From an optimization exercise on the open Yosys and OpenROAD flow, aimed at small area and a short achievable clock period; shortcuts taken in it are not production practice. Power figures rest on the tool's default switching activity, not on a simulated workload.

==> inputs of run a <==
// exec_mem_top
module exec_mem_top (
    input  logic                i_clock,
    input  logic                i_reset,
    input  cpu_pkg::inst_addr_t i_pc,
    input  logic [3:0]          i_alu_op,
    input  cpu_pkg::data_t      i_operand_a,
    input  cpu_pkg::data_t      i_operand_b,
    input  cpu_pkg::data_t      i_store_data,
    input  logic                i_mem_wr_enable,
    input  cpu_pkg::reg_addr_t  i_reg_wr_addr,
    input  logic                i_reg_wr_enable,
    input  logic [1:0]          i_wb_sel,
    input  logic                i_flush,
    output cpu_pkg::data_t      o_wb_data,
    output cpu_pkg::reg_addr_t  o_wb_reg_addr,
    output logic                o_wb_reg_wr_enable
);
==> flow/config.mk <==
export PLATFORM = sky130hd
export DESIGN_NAME = exec_mem_top
export DESIGN_NICKNAME = exec_mem_top
export VERILOG_FILES = /design/flow/design.v
export SDC_FILE = /design/flow/constraint.sdc
export NUM_CORES = 4
export LEC_CHECK = 0
export CAP_MARGIN = 20
export CORE_MARGIN = 2
export CORE_UTILIZATION = 40
export CTS_CLUSTER_DIAMETER = 80
export CTS_CLUSTER_SIZE = 26
export HOLD_SLACK_MARGIN = 0
export SETUP_SLACK_MARGIN = 2.0
export SLEW_MARGIN = 20
export SYNTH_HIERARCHICAL = 1
==> flow/constraint.sdc <==
create_clock -name core_clock -period 4.5 [get_ports {i_clock}]
set_input_delay 0.9000 -clock core_clock [delete_from_list [all_inputs] [get_ports {i_clock}]]
set_output_delay 0.9000 -clock core_clock [all_outputs]
set_load 0.01 [all_outputs]
standard.sh (not shown) runs the stock make flow with config.mk's settings and CLKGATE_MAP_FILE= SYNTH_SCRIPT=/design/flow/synth_recipe.tcl, a recipe that flattens the netlist after the stock synthesis.
==> flow/flow/run.sh <==
#!/bin/bash
set -euo pipefail
export BUFFER_PORTS_ARGS="-buffer_cell sky130_fd_sc_hd__buf_2"
bash standard.sh > standard.log 2>&1
==> run b (differences from run a) <==
--- a/flow/design.v
+++ b/flow/design.v
@@ -33,27 +33,24 @@
     parameter int unsigned SPLIT = 16        
 ) (
     input  logic [3:0]          i_alu_op,       
     input  cpu_pkg::data_t      i_operand_a,    
     input  cpu_pkg::data_t      i_operand_b,    
     input  cpu_pkg::inst_addr_t i_pc,
     input  logic [1:0]          i_wb_sel,
-    input  logic                i_store,        
     output cpu_pkg::data_t      o_result,       
     output logic                o_carry,        
     output logic                o_lt_from_sum,  
-    output logic [cpu_pkg::DMEM_DEPTH-1:0] o_word_select,   
-    output logic [cpu_pkg::DMEM_DEPTH-1:0] o_word_write     
+    output logic [cpu_pkg::DMEM_DEPTH-1:0] o_word_select    
 );
     logic [2:0]     op;                      
     logic           is_add;
     logic           is_sub;
     logic           is_slt;
     logic           link;
-    logic           no_store;
     logic [15:0]    add_lo;
     logic [15:0]    sub_lo;
     logic           add_carry;
     logic           sub_carry;
     logic [15:0]    add_hi;
     logic [15:0]    sub_hi;
     logic [SPLIT:0] pc_lo;
@@ -69,15 +66,14 @@
     logic [7:0]     low_n;                   
     logic [7:0]     high_n;                  
     assign op       = i_alu_op[3] ? 3'd0 : i_alu_op[2:0];
     assign is_add   = (op == 3'd0);
     assign is_sub   = (op == 3'd1);
     assign is_slt   = (op == 3'd7);
     assign link     = (i_wb_sel == cpu_pkg::WB_PC_PLUS4);
-    assign no_store = ~i_store;
     ks_add16_co u_add_lo (.i_a (i_operand_a[15:0]),  .i_b (i_operand_b[15:0]),  .o_sum (add_lo), .o_cout (add_carry));
     ks_add16    u_add_hi (.i_a (i_operand_a[31:16]), .i_b (i_operand_b[31:16]), .o_sum (add_hi));
     ks_sub16_co u_sub_lo (.i_a (i_operand_a[15:0]),  .i_b (i_operand_b[15:0]),  .o_sum (sub_lo), .o_cout (sub_carry));
     ks_sub16    u_sub_hi (.i_a (i_operand_a[31:16]), .i_b (i_operand_b[31:16]), .o_sum (sub_hi));
     assign pc_lo = {1'b0, i_pc[SPLIT-1:0]} + cpu_pkg::PC_STEP;
     assign signs_differ = i_operand_a[31] ^ i_operand_b[31];
     assign shift_left  = i_operand_a << i_operand_b[4:0];
@@ -138,15 +134,14 @@
             .b (k[1] ? index[4] : index_n[4]),
             .c (k[2] ? index[5] : index_n[5]),
             .y (high_n[k])
         );
     end
     for (genvar i = 0; i < cpu_pkg::DMEM_DEPTH; i++) begin : g_select
         gate_nor2 u_word (.a (low_n[i % 8]), .b (high_n[i / 8]), .y (o_word_select[i]));
-        gate_nor3 u_write (.a (low_n[i % 8]), .b (high_n[i / 8]), .c (no_store), .y (o_word_write[i]));
     end
     assign o_result      = link ? {i_pc[31:SPLIT], pc_lo[SPLIT-1:0]} : alu;
     assign o_carry       = link ? pc_lo[SPLIT] : ((pick_add & add_carry) | (pick_sub & sub_carry));
     assign o_lt_from_sum = !link && is_slt && !signs_differ;
 endmodule
 module ks_add16_co (
     input  logic [15:0] i_a,
@@ -987,40 +982,40 @@
     input  logic                i_clock,
     input  logic                i_reset,
     input  logic                i_flush,             
     input  cpu_pkg::data_t      i_result,
     input  logic                i_carry,
     input  logic                i_lt_from_sum,
     input  logic [cpu_pkg::DMEM_DEPTH-1:0] i_word_select,
-    input  logic [cpu_pkg::DMEM_DEPTH-1:0] i_word_write,
     input  cpu_pkg::data_t      i_store_data,
+    input  logic                i_mem_wr_enable,
     input  cpu_pkg::reg_addr_t  i_reg_wr_addr,
     input  logic                i_reg_wr_enable,
     input  logic [1:0]          i_wb_sel,
     output cpu_pkg::data_t      o_result,
     output logic                o_carry,
     output logic                o_lt_from_sum,
     output logic [cpu_pkg::DMEM_DEPTH-1:0] o_word_select,
-    output logic [cpu_pkg::DMEM_DEPTH-1:0] o_word_write,
     output cpu_pkg::data_t      o_store_data,
+    output logic                o_mem_wr_enable,
     output cpu_pkg::reg_addr_t  o_reg_wr_addr,
     output logic                o_reg_wr_enable,
     output logic                o_load,
     output logic                o_killed
 );
     always_ff @(posedge i_clock) begin
         o_result        <= i_result;
         o_carry         <= i_carry;
         o_lt_from_sum   <= i_lt_from_sum;
         o_word_select   <= i_word_select;
-        o_word_write    <= i_word_write;
         o_store_data    <= i_store_data;
         o_reg_wr_addr   <= i_reg_wr_addr;
         o_load          <= (i_wb_sel == cpu_pkg::WB_LOAD);
         o_reg_wr_enable <= i_reg_wr_enable & ~i_flush;
+        o_mem_wr_enable <= i_mem_wr_enable & ~i_flush & ~i_reset;
         o_killed        <= i_reset;
     end
 endmodule
 `default_nettype wire
 `timescale 1ns/100ps
 `default_nettype none
 module memory_stage #(
@@ -1030,15 +1025,15 @@
     input  logic                i_reset,
     input  logic                i_killed,             
     input  cpu_pkg::data_t      i_result,
     input  logic                i_carry,
     input  logic                i_lt_from_sum,
     input  logic [cpu_pkg::DMEM_DEPTH-1:0] i_word_select,    
     input  cpu_pkg::data_t      i_store_data,
-    input  logic [cpu_pkg::DMEM_DEPTH-1:0] i_word_write,     
+    input  logic                i_mem_wr_enable,
     input  cpu_pkg::reg_addr_t  i_reg_wr_addr,
     input  logic                i_reg_wr_enable,
     input  logic                i_load,
     output cpu_pkg::data_t      o_wb_data,
     output cpu_pkg::reg_addr_t  o_wb_reg_addr,
     output logic                o_wb_reg_wr_enable
 );
@@ -1076,15 +1071,15 @@
         gate_nand2 u_l2 (.a (level1[20]), .b (level1[21]), .y (level2[5]));
         gate_nor3 u_l3a (.a (level2[0]), .b (level2[1]), .c (level2[2]), .y (level3[0]));
         gate_nor3 u_l3b (.a (level2[3]), .b (level2[4]), .c (level2[5]), .y (level3[1]));
         gate_nand2 u_l4 (.a (level3[0]), .b (level3[1]), .y (load_data[b]));
     end
     always_ff @(posedge i_clock) begin
         for (int i = 0; i < cpu_pkg::DMEM_DEPTH; i++) begin
-            if (i_word_write[i]) begin
+            if (i_mem_wr_enable && i_word_select[i]) begin
                 dmem[i] <= i_store_data;
             end
         end
     end
     assign clear = i_reset | i_killed;
     assign load_pick   = i_load & ~clear;
     assign result_pick = result & {cpu_pkg::DATA_WIDTH{~i_load & ~clear}};
@@ -1217,72 +1212,69 @@
     output logic                o_wb_reg_wr_enable
 );
     localparam int unsigned SPLIT = 16;
     cpu_pkg::data_t      ex_result;
     logic                ex_carry;
     logic                ex_lt_from_sum;
     logic [cpu_pkg::DMEM_DEPTH-1:0] ex_word_select;
-    logic [cpu_pkg::DMEM_DEPTH-1:0] ex_word_write;
     cpu_pkg::data_t      mem_result;
     logic                mem_carry;
     logic                mem_lt_from_sum;
     logic [cpu_pkg::DMEM_DEPTH-1:0] mem_word_select;
-    logic [cpu_pkg::DMEM_DEPTH-1:0] mem_word_write;
     cpu_pkg::data_t      mem_store_data;
+    logic                mem_mem_wr_enable;
     cpu_pkg::reg_addr_t  mem_reg_wr_addr;
     logic                mem_reg_wr_enable;
     logic                mem_load;
     logic                mem_killed;
     execute_stage #(.SPLIT(SPLIT)) u_execute_stage (
         .i_alu_op      (i_alu_op),
         .i_operand_a   (i_operand_a),
         .i_operand_b   (i_operand_b),
         .i_pc          (i_pc),
         .i_wb_sel      (i_wb_sel),
-        .i_store       (i_mem_wr_enable & ~i_flush & ~i_reset),
         .o_result      (ex_result),
         .o_carry       (ex_carry),
         .o_lt_from_sum (ex_lt_from_sum),
-        .o_word_select (ex_word_select),
-        .o_word_write  (ex_word_write)
+        .o_word_select (ex_word_select)
     );
     ex_mem_register u_ex_mem_register (
         .i_clock         (i_clock),
         .i_reset         (i_reset),
         .i_flush         (i_flush),
         .i_result        (ex_result),
         .i_carry         (ex_carry),
         .i_lt_from_sum   (ex_lt_from_sum),
         .i_word_select   (ex_word_select),
-        .i_word_write    (ex_word_write),
         .i_store_data    (i_store_data),
+        .i_mem_wr_enable (i_mem_wr_enable),
         .i_reg_wr_addr   (i_reg_wr_addr),
         .i_reg_wr_enable (i_reg_wr_enable),
         .i_wb_sel        (i_wb_sel),
         .o_result        (mem_result),
         .o_carry         (mem_carry),
         .o_lt_from_sum   (mem_lt_from_sum),
         .o_word_select   (mem_word_select),
-        .o_word_write    (mem_word_write),
         .o_store_data    (mem_store_data),
+        .o_mem_wr_enable (mem_mem_wr_enable),
         .o_reg_wr_addr   (mem_reg_wr_addr),
         .o_reg_wr_enable (mem_reg_wr_enable),
         .o_load          (mem_load),
         .o_killed        (mem_killed)
     );
     memory_stage #(.SPLIT(SPLIT)) u_memory_stage (
         .i_clock            (i_clock),
         .i_reset            (i_reset),
         .i_killed           (mem_killed),
         .i_result           (mem_result),
         .i_carry            (mem_carry),
         .i_lt_from_sum      (mem_lt_from_sum),
         .i_word_select      (mem_word_select),
         .i_store_data       (mem_store_data),
-        .i_word_write       (mem_word_write),
+        .i_mem_wr_enable    (mem_mem_wr_enable),
         .i_reg_wr_addr      (mem_reg_wr_addr),
         .i_reg_wr_enable    (mem_reg_wr_enable),
         .i_load             (mem_load),
         .o_wb_data          (o_wb_data),
         .o_wb_reg_addr      (o_wb_reg_addr),
         .o_wb_reg_wr_enable (o_wb_reg_wr_enable)
     );
- PLACE_DENSITY: default -> 0.75
==> run summary <==
metric                                                   run b                    run a
Run status                             complete, no violations  complete, no violations
GR Layer Usage met1                                     31.10%                   35.18%
Instance area at placement                        90,710 sq um             92,480 sq um
Synthesis-to-layout area growth                         14.10%                   15.78%
Die Footprint                                    215,100 sq um            219,100 sq um
Internal power contribution                           28.94 mW                 30.31 mW
Initial DRT Pass Iterations                                 10                        9
Hold wc startpoint                            i_store_data[16]         i_store_data[11]
Shortest period the worst path allows                  2755 ps                  2800 ps
Ratio of total power to cell area                404.7 nW/um^2            415.0 nW/um^2
Overall power consumption                             39.06 mW                 41.39 mW
Clock net power                                        11.1 mW                  12.3 mW
Sw frac                                                 25.89%                   26.76%
RePlAce Congestion                                       1.006                   0.9680
Flip-flop and latch area                          65,190 sq um             66,510 sq um
No functional check of the RTL was part of any run of this note.

afterwards: timing with drivers on the ports:
No port has a modelled driver above. Below, the same layouts with a new extraction and two added sets of constraints.
Step 1: set_driving_cell puts a clkbuf_16 on i_clock and a buf_2 on each other input, an assumption about the parent block.
Step 2, shift: input delay + t, output delay - t, t = (earliest + latest rising clock arrival at the registers) / 2. This alone moves slack from input paths to output paths.
Three values: ideal ports, drivers, drivers and shift; two values: the first two.
run	shift t [ns]	setup WS [ns]	worst setup path after step 2	worst data-port slew with drivers (ns)	cell pins on the clock port's net
run a	0.893	1.700 / 1.456 / 0.563	input to register	0.36	1
run b	0.847	1.745 / 1.651 / 0.803	input to register	0.18	1
After both steps every run listed still meets setup and hold. The setup slack of run a, which loses most, moves by -0.244 ns with the drivers and by -1.137 ns with both steps.
